This design comes from an exercise in tuning for small area, a short achievable clock period and few clock cycles per item on the open sky130 flow, not from production work. Function was checked by simulation only, so behaviour that the tests miss may differ from the original. Power and IR drop assume default switching activity.

`design/flow/config.mk`:
```
export PLATFORM = sky130hd
export DESIGN_NAME = newton_sqrt
export DESIGN_NICKNAME = newton_sqrt
export VERILOG_FILES = /design/flow/design.v
export SDC_FILE = /design/flow/constraint.sdc
export NUM_CORES = 4
export LEC_CHECK = 0
export CAP_MARGIN = 20
export CORE_MARGIN = 5
export CORE_UTILIZATION = 40
export SETUP_SLACK_MARGIN = 3.25
export SLEW_MARGIN = 20
```
`design/flow/constraint.sdc`:
```
create_clock -name core_clock -period 8.0 [get_ports {clk}]
set_input_delay 1.6000 -clock core_clock [delete_from_list [all_inputs] [get_ports {clk}]]
set_output_delay 1.6000 -clock core_clock [all_outputs]
set_load 0.01 [all_outputs]
```
`design/flow/design.v`:
```
`default_nettype none
module pp_add #(
	parameter int N = 32
) (
	input  wire logic [N-1:0] a,
	input  wire logic [N-1:0] b,
	input  wire logic         cin,
	output logic [N-1:0]      s,
	output logic              cout
);
	localparam int LV = $clog2(N);
	logic [N-1:0] p0;
	logic [N-1:0] g [0:LV];
	logic [N-1:0] p [0:LV];
	assign p0 = a ^ b;
	assign g[0] = a & b;
	assign p[0] = p0;
	for (genvar l = 0; l < LV; l++) begin : g_lvl
		for (genvar i = 0; i < N; i++) begin : g_bit
			if ((i >> l) & 1) begin : g_node
				localparam int J = ((i >> l) << l) - 1;
				assign g[l+1][i] = g[l][i] | (p[l][i] & g[l][J]);
				assign p[l+1][i] = p[l][i] & p[l][J];
			end else begin : g_pass
				assign g[l+1][i] = g[l][i];
				assign p[l+1][i] = p[l][i];
			end
		end
	end
	logic [N:0] c;
	assign c[0] = cin;
	for (genvar i = 0; i < N; i++) begin : g_c
		assign c[i+1] = g[LV][i] | (p[LV][i] & cin);
	end
	assign s = p0 ^ c[N-1:0];
	assign cout = c[N];
endmodule
`default_nettype wire
`default_nettype none
module newton_sqrt (
	input  wire logic        clk,
	input  wire logic        rst_n,
	input  wire logic        in_valid,
	output logic             in_ready,
	input  wire logic [31:0] in_a,
	input  wire logic [31:0] in_x0,
	output logic             out_valid,
	input  wire logic        out_ready,
	output logic [31:0]      out_root
);
	logic st_idle, st_init, st_mul, st_suba, st_abs, st_div, st_upd, st_out;
	logic [1:0]  step;	 
	logic [5:0]  cnt;	 
	logic [3:0]  bsel;	 
	logic        bneg;	 
	logic        ge;	 
	logic [31:0] a;
	logic [31:0] x;
	logic [33:0] x3;	 
	logic [63:0] w;	 
	logic [15:0] rh;	 
	logic take;
	assign take = st_idle | (st_out & out_ready);
	assign in_ready = take;
	assign out_valid = st_out;
	assign out_root = x;
	logic [31:0] xsm;	 
	always_comb begin
		xsm[31] = x[31];
		for (int i = 30; i >= 0; i--) xsm[i] = xsm[i+1] | x[i];
	end
	logic [10:0] jtop;
	logic [10:0] dp;	 
	logic [10:0] dsel;	 
	logic [3:0]  bwin;
	logic [3:0]  bsel_d;
	logic        bneg_d;
	always_comb begin
		logic [35:0] ext;
		jtop[0] = ~xsm[2];
		for (int j = 1; j <= 9; j++) jtop[j] = xsm[3*j-1] & ~xsm[3*j+2];
		jtop[10] = xsm[29];
		dsel = st_init ? jtop : (dp >> 1);
		ext = {3'b000, x, 1'b0};	 
		bwin = 4'b0000;
		for (int k = 0; k <= 10; k++) bwin = bwin | (ext[3*k +: 4] & {4{dsel[k]}});
		bneg_d = bwin[3];
		bsel_d[0] = (bwin[1] ^ bwin[0]) & ~(bwin[3] ^ bwin[2]);
		bsel_d[1] = ~(bwin[1] ^ bwin[0]) & (bwin[2] ^ bwin[1]);
		bsel_d[2] = (bwin[1] ^ bwin[0]) & (bwin[3] ^ bwin[2]);
		bsel_d[3] = (bwin[3] ^ bwin[2]) & ~(bwin[2] ^ bwin[1]) & ~(bwin[1] ^ bwin[0]);
	end
	logic [34:0] b_op;
	logic [63:0] m_a;
	logic [63:0] m_b;
	logic        m_cin;
	logic [63:0] m_sum;
	logic        m_cout;
	logic [31:0] q;
	logic [31:0] x_new;
	assign q = w[32:1];
	always_comb begin
		b_op = ({3'b000, x} & {35{bsel[0]}}) | ({2'b00, x, 1'b0} & {35{bsel[1]}})
			| ({1'b0, x3} & {35{bsel[2]}}) | ({1'b0, x, 2'b00} & {35{bsel[3]}});
		m_a = {w[60:0], 3'b000};
		m_b = {{29{bneg}}, b_op ^ {35{bneg}}};
		m_cin = bneg;
		if (st_init) begin
			m_a = {32'd0, x};
		end
		if (st_suba) begin
			m_a = w;
			m_b = {16'hFFFF, ~a, 16'hFFFF};
			m_cin = 1'b1;
		end
		if (st_abs) begin
			m_a = {~w[63:16], 16'hFFFF};
			m_b = '0;
			m_cin = 1'b1;
		end
		if (st_upd) begin
			m_a = {32'd0, x};
			m_b = {32'd0, q ^ {32{ge}}};
			m_cin = ge;
		end
	end
	pp_add #(.N(64)) i_madd (.a(m_a), .b(m_b), .cin(m_cin), .s(m_sum), .cout(m_cout));
	assign x_new = ge ? (m_sum[31:0] & {32{m_sum[32]}}) : (m_sum[31:0] | {32{m_sum[32]}});
	logic [33:0] r4;	 
	logic [33:0] t1, t2, t3;
	logic        f1, f2, f3;	 
	logic [1:0]  qd;
	logic [31:0] r_new;
	assign r4 = {rh, w[63:46]};
	pp_add #(.N(34)) i_d1 (.a(r4), .b(~{2'b00, x}), .cin(1'b1), .s(t1), .cout(f1));
	pp_add #(.N(34)) i_d2 (.a(r4), .b(~{1'b0, x, 1'b0}), .cin(1'b1), .s(t2), .cout(f2));
	pp_add #(.N(34)) i_d3 (.a(r4), .b(~x3), .cin(1'b1), .s(t3), .cout(f3));
	always_comb begin
		qd = {f2, f3 | (f1 & ~f2)};
		if (f3) r_new = t3[31:0];
		else if (f2) r_new = t2[31:0];
		else if (f1) r_new = t1[31:0];
		else r_new = r4[31:0];
	end
	logic        can16;
	logic        can4;
	logic [31:0] r16;
	logic [31:0] rs4;
	always_comb begin
		logic bad16, bad4;
		r16 = w[63:32];
		rs4 = {rh[11:0], w[63:44]};
		bad16 = |rh;
		bad4 = |rh[15:12];
		for (int i = 0; i <= 31; i++) begin
			if (r16[i] && !((i + 1 <= 31) ? xsm[i+1] : 1'b0)) bad16 = 1'b1;
			if (rs4[i] && !((i + 1 <= 31) ? xsm[i+1] : 1'b0)) bad4 = 1'b1;
		end
		can16 = !bad16 && (cnt >= 6'd17);
		can4 = !bad4 && (cnt >= 6'd5);
	end
	logic mul_last, div_last, x_zero, last_step;
	assign mul_last = dp[0];
	assign div_last = (cnt[5:1] == 5'd0);
	assign x_zero = ~xsm[0];
	assign last_step = (step == 2'd3) | ~|q;
	always_ff @(posedge clk or negedge rst_n) begin
		if (!rst_n) begin
			st_idle <= 1'b1;
			st_init <= 1'b0;
			st_mul <= 1'b0;
			st_suba <= 1'b0;
			st_abs <= 1'b0;
			st_div <= 1'b0;
			st_upd <= 1'b0;
			st_out <= 1'b0;
		end else begin
			st_idle <= take & ~in_valid;
			st_init <= (take & in_valid) | (st_upd & ~last_step);
			st_mul <= (st_init & ~x_zero) | (st_mul & ~mul_last);
			st_suba <= st_mul & mul_last;
			st_abs <= st_suba & ~m_cout;
			st_div <= (st_suba & m_cout) | st_abs | (st_div & ~div_last);
			st_upd <= st_div & div_last;
			st_out <= (st_init & x_zero) | (st_upd & last_step) | (st_out & ~out_ready);
		end
	end
	always_ff @(posedge clk) begin
		if (take & in_valid) begin
			a <= in_a;
			x <= in_x0;
			step <= 2'd0;
		end
		if (st_upd) begin
			x <= x_new;
			step <= step + 1'b1;
		end
		if (st_init) begin
			x3 <= m_sum[33:0];
		end
		if (st_suba) begin
			ge <= m_cout;
		end
	end
	always_ff @(posedge clk) begin
		if (st_init | st_mul) begin
			bsel <= bsel_d;
			bneg <= bneg_d;
		end else begin
			bsel <= 4'b0010;
			bneg <= 1'b0;
		end
		dp <= dsel;
		cnt <= 6'd47;
		w <= m_sum;
		rh <= 16'd0;
		if (st_init) begin
			w <= '0;
		end
		if (st_suba) begin
			w[15:0] <= '0;	 
		end
		if (st_div) begin
			if (can16) begin
				{rh, w} <= {w, 16'd0};
				cnt <= cnt - 6'd16;
			end else begin
				{rh, w} <= {r_new, w[45:0], qd};
				cnt <= cnt - 6'd2;
			end
		end
	end
endmodule
`default_nettype wire
```
`design/flow/run.sh`:
```
#!/bin/bash
# synth_recipe.tcl (not shown) runs the flow's synth.tcl, then flattens the netlist and writes it again
# the make line also repeats each setting of config.mk as NAME=value (left out here)
make -C /OpenROAD-flow-scripts/flow DESIGN_CONFIG=/design/flow/config.mk WORK_HOME=/design/flow/orfs CLKGATE_MAP_FILE= SYNTH_SCRIPT=/design/flow/synth_recipe.tcl finish
```
==> flow_summary.ini, run 1 <==
[status]
status = finished clean

[timing]
drv_slew = 0
rsz0062_at_grt = yes
fin_ws_ps = 3330
worstMarginPinSlew_ps = 1060
fmax_ghz = 0.214
relSlewSlack_pct = 29.0
period_needed_ps = 4670
fin_skew_ps = 25.7
post-route-period-util_pct = 58.4
setup_viol = 0
tns_ps = 0
whs_ps = 468
hold_viol_final = 0

[synthesis]
synth-simple-area-share_pct = 13.6
synthCells = 2292
synthesis.area_um2 = 19400
synth-async-reset-ratio_pct = 3.81
synth_adder_area_share_pct = 11.0
synth_mux_area_share_pct = 2.98
synth_ff_type = edfxtp_1
synth_xor_area_share_pct = 8.34
synth-compound-area-share_pct = 31.7
yosysWarnings = 7
synth_edf_count = 101
synth_cell_types = 99
synthTopCellsByArea = edfxtp_1, ha_1, dfxtp_1
avgSynthCellArea_um2 = 8.48
ys_ff_latch = 210
yosys.area.top_type_share_pct = 15.6
ys_seq_area_share_pct = 27.1
syn-num-nets = 2529
synth_top_family_by_area = compound AO/OA/AOI/OAI gates
yosys.area.top_type = edfxtp_1

[floorplanning]
coreArea_um2 = 47800
ios = 102
fp.dieH_um = 230
start_util_pct = 40.6
rows = 80
die_area_um2 = 53100
die_x_um = 230

[cells_and_area]
final_common_cell = ha_1
final_nets = 2593
area_growth_pct = 15.5
final_cell_mix = ha_1, o21ai_0, nand2_1
drive_gt1_share_pct = 8.64
finalInstanceArea_um2 = 22400

[cts]
htreeDepth = 1
clock_latency_ps = 550
cts_tree = built
cts_made_buffers = 24
cts_root_buf = clkbuf_16
cts_hold_buf = 0
numClockSinks = 210
cts_buffer_depth = 3
clkTransAtPathRegs_ps = 70

[routing]
avgViaCountPerCell = 6.61
ant_nets = 0
routed_wl_um = 78300
dr_wl_met3_um = 7580
firstDrtPassIters = 8
drcViolationCount = 0
vias = 19782
route.met2.wl_um = 34700
wl_per_cell_um = 26.2
drt-met1-wl_um = 32300
drtIter0Drc = 2125
highest_layer = met4

[placed_design]
hpwlAfterDp_um = 56200
dp_slack_ps = 2610
dpl-instance-area_um2 = 20900
globalplace.congestion = 0.968
io_buffer_count = 101

[power_and_ir_drop]
cellPowerDensity_nw_per_um2 = 101
ir_drop_uv = 143
p_leak_uw = 0.00882

[worst_setup_path]
cp_slowest_cell = dfrtp_4
critPathBufInv = 7
crit_chain = clkinvlp_4, buf_12, a21oi_4, buf_6, o21ai_0, nor2_1, a221oi_1, ha_1, inv_2, nor3_2, or3b_1, a211oi_4, buf_4, o211ai_4, a41o_4, a21boi_4, nor2_4, o21ai_4, buf_12, clkbuf_16, o2bb2ai_1
crit_type = reg -> reg
cp-end-kind = flip-flop
required_ps = 8280
cp_max_fo = 22
critical_path.most_common_cell = buf_12
crit_family = compound AO/OA/AOI/OAI gates
crit_arrival_ps = 4960
start_kind = flip-flop
slowest_delay_ps = 480

[flow_run]
max_cap_violations = 0

[hold_path]
hold_path.class = reg -> reg

[global_routing]
grt_pass1_wl_um = 115000
grtUsageTotal_pct = 27.5
overflow = 0
grt_antenna_before_repair = 1
grt_pass1_vias = 18858
grt_max_degree = 88
where the power goes:
group,switching [uW],internal [uW]
clock,495,601
sequential,0,1120
combinational,8.88,33.5
metrics by stage:
step	cells	total power [uW]	utilization, %
6_report	2991	2260	46.9
5_1_grt	2989	2310	46.9
4_1_cts	2946	2270	45.7
3_5_place_dp	2895	1190	43.7
3_3_place_gp	2893	1190	43.7
2_1_floorplan	2292	1150	-
registers in the layout, indices dropped and copies added (netlist names), 2 cells and up:
name  flops
cnt       5
bsel      4
rh       16
dp       11
step      2
x        32
x3       34
a        32
w        64
Yosys cell counts (all sizes together) (50+ instances only):
cell,n
a211oi,61
clkbuf,112
a221oi,77
a21oi,138
nand2,148
nor3,62
inv,119
ha,168
xnor2,135
o21ai,175
xor2,50
dfxtp,101
mux2i,50
nor2,138
edfxtp,101
routing by layer:
metal  vias to the layer above  GRT usage (%)
li1                       8907              -
met3                       200           4.33
met2                      1158           44.1
met1                      9517           37.2
met4                         0           10.9
met5                         -              0
layout make-up:
class / instances / area (um^2)
Fill cell: 4682 / 25400
Multi-Input combinational cell: 1813 / 13300
Sequential cell: 210 / 5270
Timing Repair Buffer: 186 / 1840
Tap cell: 615 / 769
Clock buffer: 31 / 678
Inverter: 121 / 468
Clock inverter: 13 / 82.6
Antenna cell: 2 / 5.00
repair_timing:
| action | CTS | global route |
|---|---|---|
| setup endpoints to repair | 77 | 58 |
| cloned | 0 | 4 |
| pin swaps | 2 | 13 |
| gates resized for setup | 21 | 42 |
| setup buffers | 7 | 39 |
path summary, 6_finish.rpt:
check	cells after the start	slack, ps	start	endpoint
min in group asynchronous	1	1410	rst_n	st_mul$_DFF_PN0_
max in group asynchronous	1	6150	rst_n	st_init$_DFF_PN0_
worst max register to register	21	3330	st_suba$_DFF_PN0_	x[23]$_DFFE_PP_
worst min-delay path	1	470	dp[0]$_DFF_P_	st_mul$_DFF_PN0_
worst min register to register	1	470	dp[0]$_DFF_P_	st_mul$_DFF_PN0_
worst max-delay path	21	3330	st_suba$_DFF_PN0_	x[23]$_DFFE_PP_
cells by family after synthesis:
logic type                 after synthesis
DFF                                    210
and+or+nand+nor                        535
muxes                                   57
xor gates and xnor gates               185
AOI/OAI and AO/OA                      866
adders and majority gates              170
buffers and inverters                  269
Testbench counts, summed over its fixed seeds: cycles 96,373, items 1,024.
==> inputs of run 2 (changes only) <==
--- a/design/flow/config.mk
+++ b/design/flow/config.mk
@@ -10,3 +10,3 @@
 export CORE_UTILIZATION = 40
-export SETUP_SLACK_MARGIN = 3.25
+export SETUP_SLACK_MARGIN = 3.0
 export SLEW_MARGIN = 20
==> run 2 against run 1 <==
  * Still clean on timing, DRC and antenna
  * Combinational power rose by 1%
  * Count of clock-buffer cells in the layout increased by 3
  * Power up 5.0%
  * Global-route usage decreased by 0.17 points
  * Synthesized area is the same
  * Wire length decreased by 2.8%
  * Highest routed layer unchanged
==> flow_summary.ini, run 2 <==
[status]
status = finished clean

[synthesis]
synth_commonest_cells = ha_1, o21ai_0, nand2_1
synthCells = 2292
yosys.area.top_type = edfxtp_1
synthTopCellsByArea = edfxtp_1, ha_1, dfxtp_1
ys_seq_area_share_pct = 27.1
syn-num-nets = 2529
yosys.area.top_type_share_pct = 15.6
synth_ff_type = edfxtp_1
synth_edf_count = 101
ys_ff_latch = 210
synthesis.area_um2 = 19400
synth-async-reset-ratio_pct = 3.81
yosysMostFrequentCell = ha_1
avgSynthCellArea_um2 = 8.48
yosysWarnings = 7
synth_cell_types = 99

[timing]
setup_viol = 0
rsz0062_at_grt = yes
fmax_ghz = 0.205
drv_slew = 0
worstMarginPinSlew_ps = 1040
period_needed_ps = 4880
fin_skew_ps = 14.2
relSlewSlack_pct = 30.7
post-route-period-util_pct = 61.0
hold_viol_final = 0
tns_ps = 0

[routing]
ant_nets = 0
routed_wl_um = 76200
avgViaCountPerCell = 6.59
firstDrtPassIters = 6
wl_per_cell_um = 25.9
drtIter0Drc = 2108
vias = 19360
drcViolationCount = 0

[power_and_ir_drop]
pwr-share-comb_pct = 1.8
p_leak_uw = 0.00854
ir_drop_uv = 144
p_seq_share_pct = 47.3
cellPowerDensity_nw_per_um2 = 108
power.net_switching_uw = 501
swShare_pct = 21.1
intPower_uw = 1870
clkPwrFrac_pct = 50.9

[cts]
numClockSinks = 210
cts_tree = built
cts_buffer_depth = 3
cts_root_buf = clkbuf_16
htreeDepth = 1
cts_made_buffers = 25
clock_latency_ps = 560
clkTransAtPathRegs_ps = 70
cts_hold_buf = 0

[placed_design]
io_buffer_count = 101
dpl-instance-area_um2 = 20900
globalplace.congestion = 1.00
hpwlAfterDp_um = 56100

[floorplanning]
die_x_um = 230
start_util_pct = 40.6
fp.dieH_um = 230
coreArea_um2 = 47800
rows = 80
ios = 102
die_area_um2 = 53100

[cells_and_area]
reg_top3 = w x64, x3 x34
antenna_cells = 0
largest_reg_flops = 64
final_cell_mix = ha_1, o21ai_0, nand2_1
finalInstanceArea_um2 = 21900
final_common_cell = ha_1
final_nets = 2545
area_growth_pct = 12.8
drive_gt1_share_pct = 6.41
regMostFlops = w

[hold_path]
holdPathStages = 1
hold_path.class = reg -> reg

[worst_setup_path]
cp_max_fo = 63
cp-end-kind = flip-flop
crit_type = reg -> reg
crit_arrival_ps = 5310
required_ps = 8440
start_kind = flip-flop
r2r_cells = 16

[global_routing]
grt_pass1_wl_um = 115000
overflow = 0
grt_pass1_vias = 18826
grt_max_degree = 64
grt_antenna_before_repair = 0
grtUsageTotal_pct = 27.3

[flow_run]
max_cap_violations = 0
run 2: cell types whose count changed in the layout (fill, tap and decap cells not counted), moves of 3 or more:
cell	delta
nor2_4	-4
dfxtp_1	-3
bufinv_16	+3
buf_12	-3
buf_6	-7
buf_4	-35
clkinvlp_4	-4
nor2_1	+3
a221oi_1	+4
a221oi_2	-4
run 2: repair_timing:
action / CTS / global route
endpoints found under the setup margin: 58 / 42
resized for setup: 13 / 14
buffers inserted: 3 / 1
pin swaps: 0 / 1
run 2: cell type report:
type	count	area, um^2
fillers	4688	25900
flip-flops and latches	210	5280
inverters	121	458
clock inverters	10	133
well taps	615	769
repair buffers	137	1370
clock buffers	34	711
multi-input cells	1813	13200
run 2: cell families after synthesis:
logic type               count (synthesis)  share of synthesized area (%)
XOR/XNOR                               185                           8.34
AO/OA/AOI/OAI                          866                           31.6
buffers and inverters                  269                           5.38
flip-flops                             210                           27.1
AND/OR/NAND/NOR                        535                           13.6
multiplexers                            57                           2.98
adder cells (fa/ha/maj)                170                           11.0
run 2: final timing paths:
| kind | start | endpoint | slack, ps |
|---|---|---|---|
| min in group asynchronous | rst_n | st_suba$_DFF_PN0_ | 1440 |
| max reg2reg | st_suba$_DFF_PN0_ | st_abs$_DFF_PN0_ | 3120 |
| max in group asynchronous | rst_n | st_abs$_DFF_PN0_ | 6070 |
| min | dp[0]$_DFF_P_ | st_mul$_DFF_PN0_ | 460 |
| min reg2reg | dp[0]$_DFF_P_ | st_mul$_DFF_PN0_ | 460 |
| max | st_suba$_DFF_PN0_ | st_abs$_DFF_PN0_ | 3120 |
run 2: through the flow:
step / setup slack [ps] / total power, uW / cells / hold WS, ps / utilization [%]
floorplan: 3090 / 1150 / 2292 / 418 / -
CTS: 3040 / 2390 / 2938 / 454 / 45.6
global placement: 2520 / 1190 / 2891 / 442 / 43.6
global route: 2980 / 2430 / 2940 / 483 / 45.8
finish: 3120 / 2370 / 2940 / 458 / 45.8
detailed placement: 2450 / 1190 / 2891 / 440 / 43.6
run 2: power groups by stage:
stage / registers, uW / logic [uW] / clock network (uW)
floorplan: 1150 / 6.70 / 0
global placement: 1150 / 41.9 / 0
finish: 1120 / 42.9 / 1210
CTS: 1120 / 43.2 / 1220
detailed placement: 1150 / 43.1 / 0
global route: 1120 / 45.6 / 1260
run 2: layer usage:
metal / routed length (um) / global-route usage (%) / part of all wire, % / vias up
met5: 0 / 0 / 0 / -
met4: 3550 / 11.8 / 4.7 / 0
met3: 7320 / 4.71 / 9.6 / 202
met2: 33500 / 43.1 / 44 / 1070
met1: 31800 / 36.9 / 42 / 9263
li1: - / - / - / 8825
run 2: worst max-delay path: stages (launching register included):
cell and delay [ps]:
dfrtp_4 590, buf_8 400, nor2_2 130, buf_6 220, a221oi_1 260, a211oi_1 90
ha_1 380, nand3_1 200, nor4_4 390, nand4_1 270, or3_1 410, o32a_1 270
nand4b_4 250, a31oi_4 170, o311ai_4 350, a21oi_1 160, and2_1 180
==> inputs of run 3 (changes only) <==
--- a/design/flow/config.mk
+++ b/design/flow/config.mk
@@ -10,3 +10,3 @@
 export CORE_UTILIZATION = 40
-export SETUP_SLACK_MARGIN = 3.0
+export SETUP_SLACK_MARGIN = 2.75
 export SLEW_MARGIN = 20
==> run 3 against run 2 <==
  * Still clean on timing, DRC and antenna
  * Core utilization down 0.12 points
  * Combinational power about the same
  * Flip-flop and latch count unchanged
  * Setup slack worse by 140 ps
  * Global-route usage up 0.22 points
  * Count of clock-buffer cells in the layout up 2
  * Die area unchanged
  * Critical path type unchanged
==> flow_summary.ini, run 3 <==
[global_routing]
grt_max_degree = 68
grtUsageTotal_pct = 27.5
overflow = 0
grt_antenna_before_repair = 1
grt_pass1_vias = 18695
grt_pass1_wl_um = 115000

[synthesis]
synth_cell_types = 99
yosysMostFrequentCell = ha_1
synth-async-reset-ratio_pct = 3.81
yosys.area.top_type = edfxtp_1
ys_seq_area_share_pct = 27.1
synthTopCellsByArea = edfxtp_1, ha_1, dfxtp_1
yosysWarnings = 7
synth_commonest_cells = ha_1, o21ai_0, nand2_1
yosys.area.top_type_share_pct = 15.6
synth_edf_count = 101
ys_ff_latch = 210
synthCells = 2292
synth_ff_type = edfxtp_1
syn-num-nets = 2529
synthesis.area_um2 = 19400
avgSynthCellArea_um2 = 8.48

[worst_setup_path]
crit_type = reg -> reg
crit_family = compound AO/OA/AOI/OAI gates
cp_max_fo = 67
cp-end-kind = flip-flop
path_depth = 14
crit_arrival_ps = 5310
crit_chain = buf_4, a221oi_1, a211oi_1, ha_1, a211oi_1, o21a_1, o31ai_1, a2bb2oi_1, o221ai_1, nand4b_4, a31oi_4, o311ai_4, a21oi_1, inv_1
slowest_delay_ps = 720
start_kind = flip-flop
critPathBufInv = 2
r2r_cells = 14
critical_path.most_common_cell = a211oi_1
cp_slowest_cell = dfrtp_2
required_ps = 8300

[cells_and_area]
reg_top3 = w x64, x3 x34
largest_reg_flops = 64
final_cell_mix = ha_1, o21ai_0, nand2_1
area_growth_pct = 12.5
final_common_cell = ha_1
final_core_util_pct = 45.7
final_nets = 2541
regMostFlops = w
drive_gt1_share_pct = 6.20
antenna_cells = 0

[timing]
fmax_ghz = 0.200
rsz0062_at_grt = no
relSlewSlack_pct = 37.5
period_needed_ps = 5010
worstMarginPinSlew_ps = 938
drv_slew = 0
fin_skew_ps = 11.8
tns_ps = 0
post-route-period-util_pct = 62.7
setup_viol = 0
whs_ps = 466
hold_viol_final = 0

[floorplanning]
coreArea_um2 = 47800
start_util_pct = 40.6
ios = 102
die_area_um2 = 53100
rows = 80
fp.dieH_um = 230
die_x_um = 230

[routing]
routed_wl_um = 76700
drtIter0Drc = 1769
firstDrtPassIters = 6
wl_per_cell_um = 26.1
vias = 19242
drcViolationCount = 0
ant_nets = 0
avgViaCountPerCell = 6.55

[hold_path]
hold_path.class = reg -> reg
holdPathStages = 1

[cts]
htreeDepth = 1
cts_root_buf = clkbuf_16
clock_latency_ps = 550
cts_hold_buf = 0
numClockSinks = 210
clkTransAtPathRegs_ps = 70
cts_buffer_depth = 3
cts_tree = built
cts_made_buffers = 24

[power_and_ir_drop]
ir_drop_uv = 150
cellPowerDensity_nw_per_um2 = 110
p_leak_uw = 0.00852

[placed_design]
io_buffer_count = 101
hpwlAfterDp_um = 56800
globalplace.congestion = 0.982

[status]
status = finished clean

[flow_run]
max_cap_violations = 0
[run 3: cells by family (layout without fill, tap and decap cells)]
group | count (synthesis) | count (layout) | share of synthesized area [%]
flip-flops | 210 | 210 | 27.1
multiplexers | 57 | 57 | 2.98
XOR/XNOR | 185 | 185 | 8.34
AND/OR/NAND/NOR | 535 | 535 | 13.6
adder cells (fa/ha/maj) | 170 | 170 | 11.0
AO/OA/AOI/OAI | 866 | 866 | 31.6
buffers and inverters | 269 | 299 | 5.38
[run 3: final cells by class]
class | count | area (um^2)
Timing Repair Buffer | 134 | 1320
Multi-Input combinational cell | 1813 | 13200
Tap cell | 615 | 769
Sequential cell | 210 | 5280
Clock buffer | 36 | 747
Inverter | 121 | 460
Clock inverter | 8 | 124
Fill cell | 4692 | 26000
[run 3: metal layers]
| layer | vias to the layer above | wire length, um | global-route usage [%] |
|---|---|---|---|
| li1 | 8779 | - | - |
| met4 | 0 | 3410 | 10.9 |
| met5 | - | 0 | 0 |
| met2 | 927 | 34000 | 43.9 |
| met1 | 9342 | 33400 | 38.1 |
| met3 | 194 | 5910 | 3.28 |
[run 3: where the power goes]
part	switching, uW	internal (uW)
clock	490	741
combinational	9.23	33.5
sequential	0	1120
total	499	1900
[run 3: per-stage QoR]
stage | setup slack, ps | cell area [um^2] | instances | power, uW
3_5_place_dp | 2610 | 20900 | 2888 | 1190
6_report | 2990 | 21900 | 2937 | 2390
2_1_floorplan | 2830 | 19400 | 2292 | 1150
4_1_cts | 2780 | 21800 | 2933 | 2410
5_1_grt | 2750 | 21900 | 2937 | 2450
3_3_place_gp | 2670 | 20900 | 2888 | 1190
[run 3: final timing paths]
check	start	endpoint	slack [ps]
worst max-delay path	st_abs$_DFF_PN0_	ge$_DFFE_PP_	2990
worst min-delay path	dp[0]$_DFF_P_	st_mul$_DFF_PN0_	470
worst max register to register	st_abs$_DFF_PN0_	ge$_DFFE_PP_	2990
worst min register to register	dp[0]$_DFF_P_	st_mul$_DFF_PN0_	470
max in group asynchronous	rst_n	st_upd$_DFF_PN0_	6150
min in group asynchronous	rst_n	st_out$_DFF_PN0_	1420
[run 3: worst register-to-register path, cell delays in order, from the launching register on]
cell       delay, ps
dfrtp_2          720
buf_4            670
a221oi_1         120
a211oi_1         310
ha_1             340
a211oi_1         360
o21a_1           220
o31ai_1          160
a2bb2oi_1        190
o221ai_1         360
nand4b_4         320
a31oi_4          400
o311ai_4         150
a21oi_1          340
inv_1             90
[run 3: what timing repair did]
| item | in CTS | in global routing |
|---|---|---|
| gates resized for setup | 7 | 4 |
| pin swaps | 0 | 1 |
| setup endpoints to repair | 36 | 39 |
| gates cloned | 0 | 0 |
| buffers inserted | 1 | 3 |

## re-timing with driven ports
The results above use ideal ports. As a check the final layouts listed here were re-extracted and re-timed, cells and wires unchanged.
Step 1, drivers: a clkbuf_16 drives clk and a buf_2 each remaining input, both assumed.
Step 2, shift: input delay + t, output delay - t, t = (earliest + latest rising clock arrival at the registers) / 2. This alone moves slack from input paths to output paths.
Three values: ideal ports, drivers, drivers and shift; two values: the first two.
run	shift t [ns]	setup slack, ns	worst hold slack (ns)	worst setup path at the end	clock arrival spread, ns
run 1	0.595	3.327 / 3.327 / 3.327	0.468 / 0.468 / 0.468	register to register	0.026 / 0.026
run 2	0.604	3.124 / 3.124 / 3.124	0.458 / 0.458 / 0.458	register to register	0.014 / 0.014
run 3	0.603	2.988 / 2.988 / 2.988	0.466 / 0.466 / 0.466	register to register	0.012 / 0.012
After both steps setup and hold are still met in every run listed.
